Background: an optimization exercise with open tools, aiming at small area. Do not read the settings as production practice.
The RTL was checked by simulation tests, not by an equivalence proof against the original design.
Power and IR drop assume default switching activity.

$ cat flow/run.sh
#!/bin/bash
# Standard ORFS layout, with two changes: clock tree synthesis without dummy loads and with
# smaller clock buffers, and the smallest buffer cell on the ports.
set -uo pipefail
export CTS_ARGS="-sink_clustering_enable -repair_clock_nets -dont_use_dummy_load -buf_list {sky130_fd_sc_hd__clkbuf_4 sky130_fd_sc_hd__clkbuf_8} -sink_clustering_size 12 -sink_clustering_max_diameter 60"
export BUFFER_PORTS_ARGS="-buffer_cell sky130_fd_sc_hd__buf_1"
bash standard.sh finish > standard_flow.log 2>&1
rc=$?
cp -r orfs/logs flow_logs 2>/dev/null
exit $rc
$ cat standard.sh
#!/bin/bash
# synth_recipe.tcl (not shown) runs the flow's synth.tcl, then flattens the netlist and writes it again
# the make line also repeats each setting of config.mk as NAME=value (left out here)
make -C /OpenROAD-flow-scripts/flow DESIGN_CONFIG=/design/flow/config.mk WORK_HOME=/design/flow/orfs CLKGATE_MAP_FILE= SYNTH_SCRIPT=/design/flow/synth_recipe.tcl "${@:-finish}"
$ cat config.mk
export PLATFORM = sky130hd
export DESIGN_NAME = regfile_mp_scoreboard
export DESIGN_NICKNAME = regfile_mp_scoreboard
export VERILOG_FILES = /design/flow/design.v
export SDC_FILE = /design/flow/constraint.sdc
export NUM_CORES = 4
export LEC_CHECK = 0
export CAP_MARGIN = 10
export CORE_MARGIN = 2
export CORE_UTILIZATION = 30
export PLACE_DENSITY = 0.4
export SLEW_MARGIN = 10
export SYNTH_HIERARCHICAL = 1
export SYNTH_MINIMUM_KEEP_SIZE = 0
$ cat constraint.sdc
create_clock -name core_clock -period 9.0 [get_ports {clk}]
set_input_delay 1.8000 -clock core_clock [delete_from_list [all_inputs] [get_ports {clk}]]
set_output_delay 1.8000 -clock core_clock [all_outputs]
set_load 0.01 [all_outputs]
$ cat design.v
module regfile_aoi222 (
   input  logic a0, b0, a1, b1, a2, b2,
   output logic y
);
   assign y = !((a0 && b0) || (a1 && b1) || (a2 && b2));
endmodule
module regfile_wr_bit (
   input  logic hold,
   input  logic e0,
   input  logic e1,
   input  logic q,
   input  logic wd0,
   input  logic wd1,
   output logic d
);
   logic dn;
   regfile_aoi222 u_aoi (.a0(hold), .b0(q), .a1(e0), .b1(wd0), .a2(e1), .b2(wd1), .y(dn));
   assign d = !dn;
endmodule
module regfile_rd_bit (
   input  logic [32:0] sel,
   input  logic [32:0] din,
   output logic        dout
);
   logic [10:0] gn;
   for (genvar g = 0; g < 11; g++) begin : g_grp
      regfile_aoi222 u_aoi (
         .a0(sel[3*g]),   .b0(din[3*g]),
         .a1(sel[3*g+1]), .b1(din[3*g+1]),
         .a2(sel[3*g+2]), .b2(din[3*g+2]),
         .y(gn[g])
      );
   end
   assign dout = !(&gn);
endmodule
module regfile_mp_scoreboard #(
   parameter int unsigned DATA     = 32,
   parameter int unsigned ADDR     = 5,
   parameter int unsigned NRD      = 2,
   parameter int unsigned BYPASS   = 1,
   parameter int unsigned ZERO_REG = 1
) (
   input  logic                clk,
   input  logic                rstn,
   input  logic                we0,
   input  logic [ADDR-1:0]     wa0,
   input  logic [DATA-1:0]     wd0,
   input  logic                we1,
   input  logic [ADDR-1:0]     wa1,
   input  logic [DATA-1:0]     wd1,
   input  logic [NRD*ADDR-1:0] ra,
   output logic [NRD*DATA-1:0] rd,
   input  logic                iss_valid,
   input  logic [ADDR-1:0]     iss_rd,
   output logic [NRD-1:0]      busy,
   output logic                stall,
   output logic                wr_collision
);
   localparam int unsigned DEPTH = 2**ADDR;
   logic [DATA-1:0]  regs_q [1:DEPTH-1];
   logic [DEPTH-1:1] vld_q, sb_q;
   logic             wr_collision_q;
   logic [DEPTH-1:0] f0, f1, fi;
   logic [DEPTH-1:1] e0, e1, hold;
   logic             eq01, acc0, acc1;
   function automatic logic [DEPTH-1:0] decode(input logic en, input logic [ADDR-1:0] a);
      logic [3:0] lo;
      logic [7:0] hi;
      for (int j = 0; j < 4; j++) lo[j] = (a[1:0] == j);
      for (int j = 0; j < 8; j++) hi[j] = en && (a[4:2] == j);
      for (int i = 0; i < DEPTH; i++) decode[i] = lo[i % 4] && hi[i / 4];
   endfunction
   assign f0   = decode(we0, wa0);
   assign f1   = decode(we1, wa1);
   assign fi   = decode(iss_valid, iss_rd);
   assign eq01 = (wa0 == wa1);
   assign acc0 = we0 && (wa0 != '0);
   assign acc1 = we1 && (wa1 != '0) && !(acc0 && eq01);
   for (genvar i = 1; i < DEPTH; i++) begin : g_reg
      assign e0[i]   = f0[i];
      assign e1[i]   = f1[i] && !f0[i];
      assign hold[i] = !(f0[i] || f1[i]);
      logic [DATA-1:0] d;
      for (genvar b = 0; b < DATA; b++) begin : g_bit
         regfile_wr_bit u_wr (
            .hold(hold[i]), .e0(e0[i]), .e1(e1[i]), .q(regs_q[i][b]), .wd0(wd0[b]), .wd1(wd1[b]),
            .d(d[b])
         );
      end
      always_ff @(posedge clk) regs_q[i] <= d;
      always_ff @(posedge clk or negedge rstn) begin
         if (!rstn) begin
            vld_q[i] <= 1'b0;
            sb_q[i]  <= 1'b0;
         end else begin
            vld_q[i] <= vld_q[i] || !hold[i];
            sb_q[i]  <= fi[i] || (sb_q[i] && hold[i]);
         end
      end
   end
   always_ff @(posedge clk or negedge rstn) begin
      if (!rstn) wr_collision_q <= 1'b0;
      else       wr_collision_q <= acc0 && we1 && eq01;
   end
   assign wr_collision = wr_collision_q;
   for (genvar k = 0; k < NRD; k++) begin : g_rd
      logic [ADDR-1:0]  ra_k;
      logic             hit0, hit1, nohit;
      logic [DEPTH-1:0] dec;
      logic [DEPTH:0]   sel;
      assign ra_k  = ra[k*ADDR +: ADDR];
      assign hit0  = acc0 && (wa0 == ra_k);
      assign hit1  = acc1 && (wa1 == ra_k);
      assign nohit = !(hit0 || hit1);
      assign dec   = decode(nohit, ra_k);
      assign sel[0]     = hit0;
      assign sel[DEPTH] = hit1 && !hit0;
      for (genvar i = 1; i < DEPTH; i++) begin : g_sel
         assign sel[i] = dec[i] && vld_q[i];
      end
      for (genvar b = 0; b < DATA; b++) begin : g_bit
         logic [DEPTH:0] din;
         assign din[0]     = wd0[b];
         assign din[DEPTH] = wd1[b];
         for (genvar i = 1; i < DEPTH; i++) begin : g_din
            assign din[i] = regs_q[i][b];
         end
         regfile_rd_bit u_rd (.sel(sel), .din(din), .dout(rd[k*DATA + b]));
      end
      assign busy[k] = |(dec[DEPTH-1:1] & sb_q);
   end
   assign stall = |busy;
endmodule
==> impl_summary.log, run 1 <==
INFO  metric rsz0062_at_grt = no
INFO  metric area_growth_syn_to_layout = 16.1%
INFO  metric global_route.usage.total = 0.348
INFO  metric timing.final.crit_period = 8.33 ns
INFO  metric postSynthRegisterBits = 1055
INFO  metric ant_nets = 0
INFO  metric die-area = 0.159 mm2
INFO  metric synth_edf_count = 0
INFO  metric synth_cells = 4551
INFO  metric dpl.cell_count = 6930
INFO  metric result_of_the_run = no timing/DRC/antenna violations
INFO  metric setup_tns = 0 ns
INFO  metric timing.final.hold_violations = 0
INFO  metric detailedPlacementHpwl = 168000 um
INFO  metric cap_violations = 0
INFO  metric max-clock-path-buffers = 3
INFO  metric cellPowerDensity = 232 mW/mm2
INFO  metric numPortBuffers = 161
INFO  metric floorplan_die_width = 399 um
INFO  metric synth-seq-area-share = 0.457
INFO  metric finalNonFillerCells = 7071
INFO  metric clkSlewWorstSetupHoldPaths = 0.07 ns
INFO  metric io_pins = 162
INFO  metric clk_latency = 0.89 ns
INFO  metric avgRoutedWirePerCell = 41.1 um
INFO  metric leakagePower = 24.0 nW
INFO  metric busiest_layer = met2
INFO  metric ir_drop = 0.152 mV
INFO  metric postRouteWirelength = 290000 um
INFO  metric htree_levels = 4
INFO  metric die_height = 399 um
INFO  metric worst_setup_end_kind = output pin
INFO  metric grt_pass1_wl = 397000 um
INFO  metric holdCritPathClass = reg -> reg
INFO  metric postCtsSetupBuffers = 0
INFO  metric placement_rows = 145
INFO  metric syn_area = 0.0469 mm2
INFO  metric synth.lib_cells_used.distinct = 61
INFO  metric first_pass_iters = 15
INFO  metric use_met3 = 0.0834
INFO  metric overflow = 0
INFO  metric critical_path.startpoint_type = input pin
INFO  metric global_route.usage.met2 = 0.508
INFO  metric root_buffer = sky130_fd_sc_hd__clkbuf_8
INFO  metric vias = 52808
INFO  metric placeableCoreArea = 0.156 mm2
INFO  metric mostFrequentLayoutCell = sky130_fd_sc_hd__a222oi_1
INFO  metric clock_skew = 0 ns
INFO  metric hold_buffers = 0
INFO  metric worstPathArrival = 6.53 ns
INFO  metric finalSetupViolations = 0
INFO  metric dr.first_iter.drc_count = 16437
INFO  metric crit_required = 7.20 ns
INFO  metric maxClockFrequency = 120 MHz
INFO  metric final-max-slew-violation-count = 0
INFO  metric postSynth.asyncResetShare = 0.0597
INFO  metric grt_max_degree = 64
INFO  metric timing.hold.ws = 0.482 ns
INFO  metric met1_usage = 0.479
INFO  metric synth.avg_cell_area = 10.3 um2
INFO  metric synth_warnings = 9
INFO  metric slew-limit-headroom = 0.137
INFO  metric critical_path_class = in -> out
INFO  metric drcViolationCount = 0
INFO  metric start_util = 0.301
INFO  metric post_synthesis_net_count = 4645
INFO  metric vias_per_cell = 7.47
INFO  metric synth_top_flop_cell = sky130_fd_sc_hd__dfxtp_1
INFO  metric clkSinkCount = 1055
INFO  metric gp_congestion = 0.936
INFO  metric mostFrequentLayoutCells = sky130_fd_sc_hd__a222oi_1, sky130_fd_sc_hd__inv_1, sky130_fd_sc_hd__dfxtp_1, sky130_fd_sc_hd__buf_4, sky130_fd_sc_hd__nand4_1
INFO  metric antenna_found_initial = 13
INFO  metric vias_in_the_first_global_route = 48181
INFO  metric cells_resized_by_post_cts_repair = 0
INFO  metric crit_fanout = 32
INFO  metric proportion_of_layout_cells_with_a_drive_suffix_above_1 = 0.118
INFO  metric period_share = 0.925
INFO  metric timing_worst_slew_pin_value = 1.29 ns
INFO  metric tritoncts = yes
INFO  metric numCtsBuffers = 132
INFO  metric nNetsFinal = 5100
## per-stage QoR
stage                     setup WS, ns   util  power, mW  cell area [um2]
final                            0.672  0.349       12.6            54400
after CTS                        0.808  0.349       12.6            54400
after detailed placement         0.827  0.338       9.47            52600
after global placement           0.950  0.338       9.41            52600
after global routing             0.576  0.349       13.2            54400
after floorplan                  0.690      -       8.31            46900
## Yosys stat by module, one instance, submodules excluded
module / flops+latches / area, um2
regfile_mp_scoreboard: 1055 / 24600
regfile_rd_bit: 0 / 23.8
regfile_aoi222: 0 / 10.0
regfile_wr_bit: 0 / 3.75
## state kept, by name, summed over array words and instances, names as in the netlist
name,cells
sb_q,31
vld_q,31
regs_q,992
wr_collision_q,1
## final cells by class
cell class	count	area [um2]
fillers	15984	101000
multi-input cells	2448	22500
flip-flops and latches	1055	21400
inverters	995	3730
well taps	2058	2570
repair buffers	374	2310
clock buffers	132	1820
diodes	9	22.5
## cell families after synthesis
kind of cell	share of synthesized area
compound gates	0.377
flops	0.457
buf+inv	0.0849
simple gates	0.0729
xor+xnor	0.00467
mux	0.00259
## synthesized netlist by cell type, types with 2 or more instances
| master | number | area (um2) |
|---|---|---|
| sky130_fd_sc_hd__nor2_4 | 2 | 22.5 |
| sky130_fd_sc_hd__and3_1 | 6 | 37.5 |
| sky130_fd_sc_hd__a22oi_1 | 9 | 67.6 |
| sky130_fd_sc_hd__dfxtp_1 | 992 | 19900 |
| sky130_fd_sc_hd__dfrtp_1 | 63 | 1580 |
| sky130_fd_sc_hd__nor3b_1 | 3 | 22.5 |
| sky130_fd_sc_hd__xor2_1 | 13 | 114 |
| sky130_fd_sc_hd__a222oi_1 | 1696 | 17000 |
| sky130_fd_sc_hd__xnor2_1 | 12 | 105 |
| sky130_fd_sc_hd__nor4b_1 | 2 | 17.5 |
| sky130_fd_sc_hd__buf_6 | 4 | 45.0 |
| sky130_fd_sc_hd__a32o_1 | 5 | 50.1 |
| sky130_fd_sc_hd__clkbuf_1 | 33 | 124 |
| sky130_fd_sc_hd__a21oi_1 | 35 | 175 |
| sky130_fd_sc_hd__nand2b_1 | 41 | 257 |
| sky130_fd_sc_hd__and2_1 | 7 | 43.8 |
| sky130_fd_sc_hd__mux2_2 | 7 | 78.8 |
| sky130_fd_sc_hd__o21ai_0 | 21 | 105 |
| sky130_fd_sc_hd__mux2i_1 | 2 | 20.0 |
| sky130_fd_sc_hd__or3_1 | 65 | 407 |
| sky130_fd_sc_hd__inv_1 | 995 | 3730 |
| sky130_fd_sc_hd__nand4_1 | 145 | 907 |
| sky130_fd_sc_hd__nor3_1 | 24 | 120 |
| sky130_fd_sc_hd__o221ai_1 | 2 | 17.5 |
| sky130_fd_sc_hd__nand4b_1 | 5 | 43.8 |
| sky130_fd_sc_hd__nand2_1 | 63 | 236 |
| sky130_fd_sc_hd__a31oi_1 | 3 | 18.8 |
| sky130_fd_sc_hd__nor2b_1 | 14 | 87.6 |
| sky130_fd_sc_hd__nor4_1 | 3 | 18.8 |
| sky130_fd_sc_hd__buf_1 | 4 | 15.0 |
| sky130_fd_sc_hd__and4_1 | 31 | 272 |
| sky130_fd_sc_hd__nor2_1 | 98 | 368 |
| sky130_fd_sc_hd__a22o_1 | 13 | 114 |
| sky130_fd_sc_hd__buf_2 | 12 | 60.1 |
| sky130_fd_sc_hd__nand3_1 | 94 | 470 |
| sky130_fd_sc_hd__o211ai_1 | 2 | 15.0 |
## layer usage
layer,up-vias,routed length (um)
met5,-,13
met4,2,15300
met3,626,38700
met2,4350,121000
met1,26671,115000
li1,21159,-
## critical path: stages
cell and delay, ns:
sky130_fd_sc_hd__buf_1 0.29, sky130_fd_sc_hd__or2_1 0.66, sky130_fd_sc_hd__o41ai_2 0.18, sky130_fd_sc_hd__nor4_2 0.39, sky130_fd_sc_hd__a21o_1 0.55, sky130_fd_sc_hd__nor2_4 0.19
sky130_fd_sc_hd__and4_2 0.61, sky130_fd_sc_hd__a222oi_1 0.72, sky130_fd_sc_hd__nand4_1 0.41, sky130_fd_sc_hd__or3_1 0.53, sky130_fd_sc_hd__buf_1 0.16
## power by group
part	switching [mW]	leakage, nW	internal [mW]	total, mW
Clock	1.86	0.949	1.30	3.16
Sequential	0.993	9.02	5.87	6.86
Combinational	1.38	14.0	1.24	2.63
## final timing paths
| path | startpoint | to | slack [ns] | cells after the start |
|---|---|---|---|---|
| worst max-delay path | wa0[1] | rd[3] | 0.67 | 11 |
| worst min-delay path | vld_q[9]$_DFF_PN0_ | vld_q[9]$_DFF_PN0_ | 0.48 | 1 |
| worst max register to register | regs_q[20][16]$_DFF_P_ | regs_q[20][16]$_DFF_P_ | 8.11 | 2 |
| worst min register to register | vld_q[9]$_DFF_PN0_ | vld_q[9]$_DFF_PN0_ | 0.48 | 1 |
| max in group asynchronous | rstn | sb_q[30]$_DFF_PN0_ | 7.19 | 2 |
| min in group asynchronous | rstn | vld_q[17]$_DFF_PN0_ | 1.10 | 2 |
==> run 2: changes to the inputs <==
==> flow/run.sh (replaced) <==
#!/bin/bash
# Standard ORFS layout, with two changes: clock tree synthesis without dummy loads and with
# smaller clock buffers, and the smallest buffer cell on the ports.
set -uo pipefail
export CTS_ARGS="-sink_clustering_enable -repair_clock_nets -dont_use_dummy_load -buf_list {sky130_fd_sc_hd__clkbuf_4 sky130_fd_sc_hd__clkbuf_8} -sink_clustering_size 14 -sink_clustering_max_diameter 60"
export BUFFER_PORTS_ARGS="-buffer_cell sky130_fd_sc_hd__buf_1"
bash standard.sh finish > standard_flow.log 2>&1
rc=$?
cp -r orfs/logs flow_logs 2>/dev/null
exit $rc
--- a/config.mk
+++ b/config.mk
@@ -8,6 +8,6 @@
 export CAP_MARGIN = 10
 export CORE_MARGIN = 2
-export CORE_UTILIZATION = 30
-export PLACE_DENSITY = 0.4
+export CORE_UTILIZATION = 40
+export PLACE_DENSITY = 0.5
 export SLEW_MARGIN = 10
 export SYNTH_HIERARCHICAL = 1
==> impl_summary.log, run 2 <==
INFO  metric period_share = 0.899
INFO  metric postRouteWirelength = 263000 um
INFO  metric synth_area_leaders = sky130_fd_sc_hd__dfxtp_1, sky130_fd_sc_hd__a222oi_1, sky130_fd_sc_hd__inv_1
INFO  metric floorplan_die_width = 346 um
INFO  metric synth.largest_area_cell = sky130_fd_sc_hd__dfxtp_1
INFO  metric worst-path-buf-inv = 2
INFO  metric timing.final.hold_violations = 0
INFO  metric setup_tns = 0 ns
INFO  metric clk_latency = 0.84 ns
INFO  metric die-area = 0.120 mm2
INFO  metric placement_rows = 125
INFO  metric place_area = 0.0518 mm2
INFO  metric regArea = 0.0214 mm2
INFO  metric synth_cells = 4551
INFO  metric vias = 52805
INFO  metric leakagePower = 23.7 nW
INFO  metric numCtsBuffers = 116
INFO  metric design_area_final = 0.0534 mm2
INFO  metric synth_common_cells = sky130_fd_sc_hd__a222oi_1, sky130_fd_sc_hd__inv_1, sky130_fd_sc_hd__dfxtp_1
INFO  metric timing_worst_slew_pin_value = 1.34 ns
INFO  metric root_buffer = sky130_fd_sc_hd__clkbuf_8
INFO  metric worst_hold_startpoint = vld_q[15]$_DFF_PN0_
INFO  metric postCtsSetupBuffers = 0
INFO  metric critical_path_class = in -> out
INFO  metric worstPathArrival = 6.29 ns
INFO  metric cell_mode_on_critical_path = sky130_fd_sc_hd__buf_1
INFO  metric critPathMaxStageDelay = 0.68 ns
INFO  metric multi_input_comb_area = 0.0225 mm2
INFO  metric clkSlewWorstSetupHoldPaths = 0.07 ns
INFO  metric avgRoutedWirePerCell = 40.4 um
INFO  metric overflow = 0
INFO  metric worst_setup_end_kind = output pin
INFO  metric synth.avg_cell_area = 10.3 um2
INFO  metric global_route.usage.total = 0.412
INFO  metric ir_drop = 0.132 mV
INFO  metric tritoncts = yes
INFO  metric dr.first_iter.drc_count = 16749
INFO  metric r2r_setup_slack = 8.10 ns
INFO  metric largest_family_of_logic_cells_by_synthesized_area = compound AO/OA/AOI/OAI gates
INFO  metric holdPathStages = 1
INFO  metric yosys.area.top_type_share = 0.424
INFO  metric hold-path-endpoint = vld_q[15]$_DFF_PN0_
INFO  metric area_growth_syn_to_layout = 14.0%
INFO  metric first_pass_iters = 17
INFO  metric ant_nets = 0
INFO  metric synth-compound-area-share = 0.377
INFO  metric crit-reg2reg-launch = regs_q[1][13]$_DFF_P_
INFO  metric synth_edf_count = 0
INFO  metric postSynth.asyncResetShare = 0.0597
INFO  metric cells_resized_by_post_cts_repair = 0
INFO  metric rsz0062_at_grt = no
INFO  metric clock_skew = 0 ns
INFO  metric placeableCoreArea = 0.116 mm2
INFO  metric synth_warnings = 9
INFO  metric grt_pass1_wl = 362000 um
INFO  metric top_regs = regs_q x992, sb_q x31, vld_q x31
INFO  metric htree_levels = 3
INFO  metric synth-seq-area-share = 0.457
INFO  metric io_pins = 162
INFO  metric nNetsFinal = 5081
INFO  metric worst_path_max_delay_cell = sky130_fd_sc_hd__or2_1
INFO  metric vias_in_the_first_global_route = 48302
INFO  metric multiplexer_share_of_the_synthesized_area = 0.00259
INFO  metric yosys.cell_count.top_type = sky130_fd_sc_hd__a222oi_1
INFO  metric synth_simple_gate_area_share = 0.0729
INFO  metric timing.final.crit_period = 8.09 ns
INFO  metric synth_xor_xnor_area_share = 0.00467
INFO  metric largest_register_ffs = 992
INFO  metric post_synthesis_net_count = 4645
INFO  metric reg2reg_to = regs_q[1][13]$_DFF_P_
INFO  metric mostFrequentLayoutCells = sky130_fd_sc_hd__a222oi_1, sky130_fd_sc_hd__inv_1, sky130_fd_sc_hd__dfxtp_1, sky130_fd_sc_hd__buf_4, sky130_fd_sc_hd__nand4_1
INFO  metric slew-limit-headroom = 0.107
INFO  metric final-max-slew-violation-count = 0
INFO  metric start_util = 0.403
INFO  metric critical_path.top_delay_family = simple AND/OR/NAND/NOR gates
INFO  metric gp_congestion = 0.971
INFO  metric maxClockFrequency = 124 MHz
INFO  metric mostFrequentLayoutCell = sky130_fd_sc_hd__a222oi_1
INFO  metric yosys.area_share.adder = 0
INFO  metric proportion_of_layout_cells_with_a_drive_suffix_above_1 = 0.108
INFO  metric antenna_found_initial = 10
INFO  metric hold_buffers = 0
INFO  metric clkSinkCount = 1055
INFO  metric crit_fanout = 32
INFO  metric synth.lib_cells_used.distinct = 61
INFO  metric grt_max_degree = 64
INFO  metric cp_cell_sequence = buf_1, or2_1, o41ai_2, nor4_2, a21o_4, nor2_4, and4_2, a222oi_1, nand4_1, or3_1, buf_1
INFO  metric largest_register_by_flop_count = regs_q
INFO  metric finalSetupViolations = 0
INFO  metric result_of_the_run = no timing/DRC/antenna violations
INFO  metric drcViolationCount = 0
INFO  metric die_height = 346 um
INFO  metric numPortBuffers = 161
INFO  metric postSynthRegisterBits = 1055
INFO  metric critical_path.startpoint_type = input pin
INFO  metric syn_area = 0.0469 mm2
INFO  metric synth_top_flop_cell = sky130_fd_sc_hd__dfxtp_1
INFO  metric cap_violations = 0
INFO  metric detailedPlacementHpwl = 149000 um
INFO  metric vias_per_cell = 8.11
INFO  metric number_of_inserted_filler_cells_in_the_final_layout = 11239
INFO  metric cellPowerDensity = 230 mW/mm2
INFO  metric crit_required = 7.20 ns
INFO  metric holdCritPathClass = reg -> reg
INFO  metric max-clock-path-buffers = 3
INFO  metric reg2regPathDepth = 2
## run 2: Yosys stat by module, one instance, submodules excluded
| module | cells inside | times used |
|---|---|---|
| regfile_wr_bit | 1 | 992 |
| regfile_aoi222 | 1 | 1696 |
| regfile_mp_scoreboard | 1607 | 1 |
| regfile_rd_bit | 4 | 64 |
## run 2: layer usage
layer  up-vias  wire length (um)  global-route usage
met3       774             43000               0.134
met2      5011            105000               0.568
met4         4             19200               0.271
li1      21119                 -                   -
met1     25897             95900               0.546
met5         -                25             0.00600
## run 2: how the worst max path moves through the flow
stage,start,endpoint,depth (start not counted)
final,wa0[1],rd[54],11
after global routing,wa0[1],rd[47],11
after CTS,wa0[1],rd[39],11
after detailed placement,wa0[0],rd[63],11
after global placement,wa0[0],rd[54],11
after floorplan,wa0[4],rd[32],11
## run 2: layout make-up
class	instances	area share
Antenna cell	5	0.000234
Clock buffer	116	0.0299
Inverter	995	0.0699
Multi-Input combinational cell	2448	0.421
Sequential cell	1055	0.401
Tap cell	1524	0.0357
Timing Repair Buffer	371	0.0418
## run 2: worst reg2reg max path: cells and delay by family, from the launching register on
kind            cells  cell delay [ns]
compound gates      1             0.36
buf+inv             1             0.09
flops               1             0.34
## run 2: logic make-up after synthesis
logic type             after synthesis
AO/OA/AOI/OAI                     1801
flip-flops                        1055
buffers and inverters             1048
AND/OR/NAND/NOR                    612
XOR/XNOR                            25
multiplexers                        10
## run 2: power by group
group	total [mW]	switching (mW)	internal [mW]
sequential	6.82	0.957	5.87
clock	2.89	1.76	1.13
combinational	2.58	1.34	1.24
## run 2: through the flow
| step | power (mW) | setup WS (ns) | utilization | std cells | hold slack (ns) |
|---|---|---|---|---|---|
| floorplan | 8.31 | 0.690 | - | 4551 | 0.441 |
| global placement | 9.28 | 1.24 | 0.446 | 6392 | 0.459 |
| detailed placement | 9.37 | 1.17 | 0.446 | 6392 | 0.463 |
| CTS | 12.2 | 1.15 | 0.459 | 6508 | 0.485 |
| global route | 12.8 | 0.787 | 0.460 | 6512 | 0.500 |
| finish | 12.3 | 0.906 | 0.460 | 6514 | 0.485 |

[port drivers added, routing unchanged]
How much do the figures lean on ideal ports? The routed layouts below were timed once more, with nothing changed but the port constraints. Step 1 (the two cells are an assumption about what drives the block):
set clk [get_ports {clk}]
set_driving_cell -lib_cell sky130_fd_sc_hd__clkbuf_16 $clk
set_driving_cell -lib_cell sky130_fd_sc_hd__buf_2 [delete_from_list [all_inputs] $clk]
Step 2 times the ports against the registers' clock, not the clock port: input delays grow and output delays shrink by t, the midpoint of the rising clock arrivals with the driver on. a / b / c = ideal / step 1 / step 2; a / b = the first two.
run	shift t [ns]	setup WS [ns]	worst setup path at the end	worst slew at a driven data input, ns	pins driven straight from the clock port
run 1	0.980	0.672 / 0.648 / 0.648	input to output	0.05	1
run 2	0.883	0.906 / 0.874 / 0.874	input to output	0.06	1
After both steps setup and hold are still met in every run listed. For run 2, which loses most, drivers alone change the setup slack by -0.032 ns; drivers and shift together by -0.032 ns.
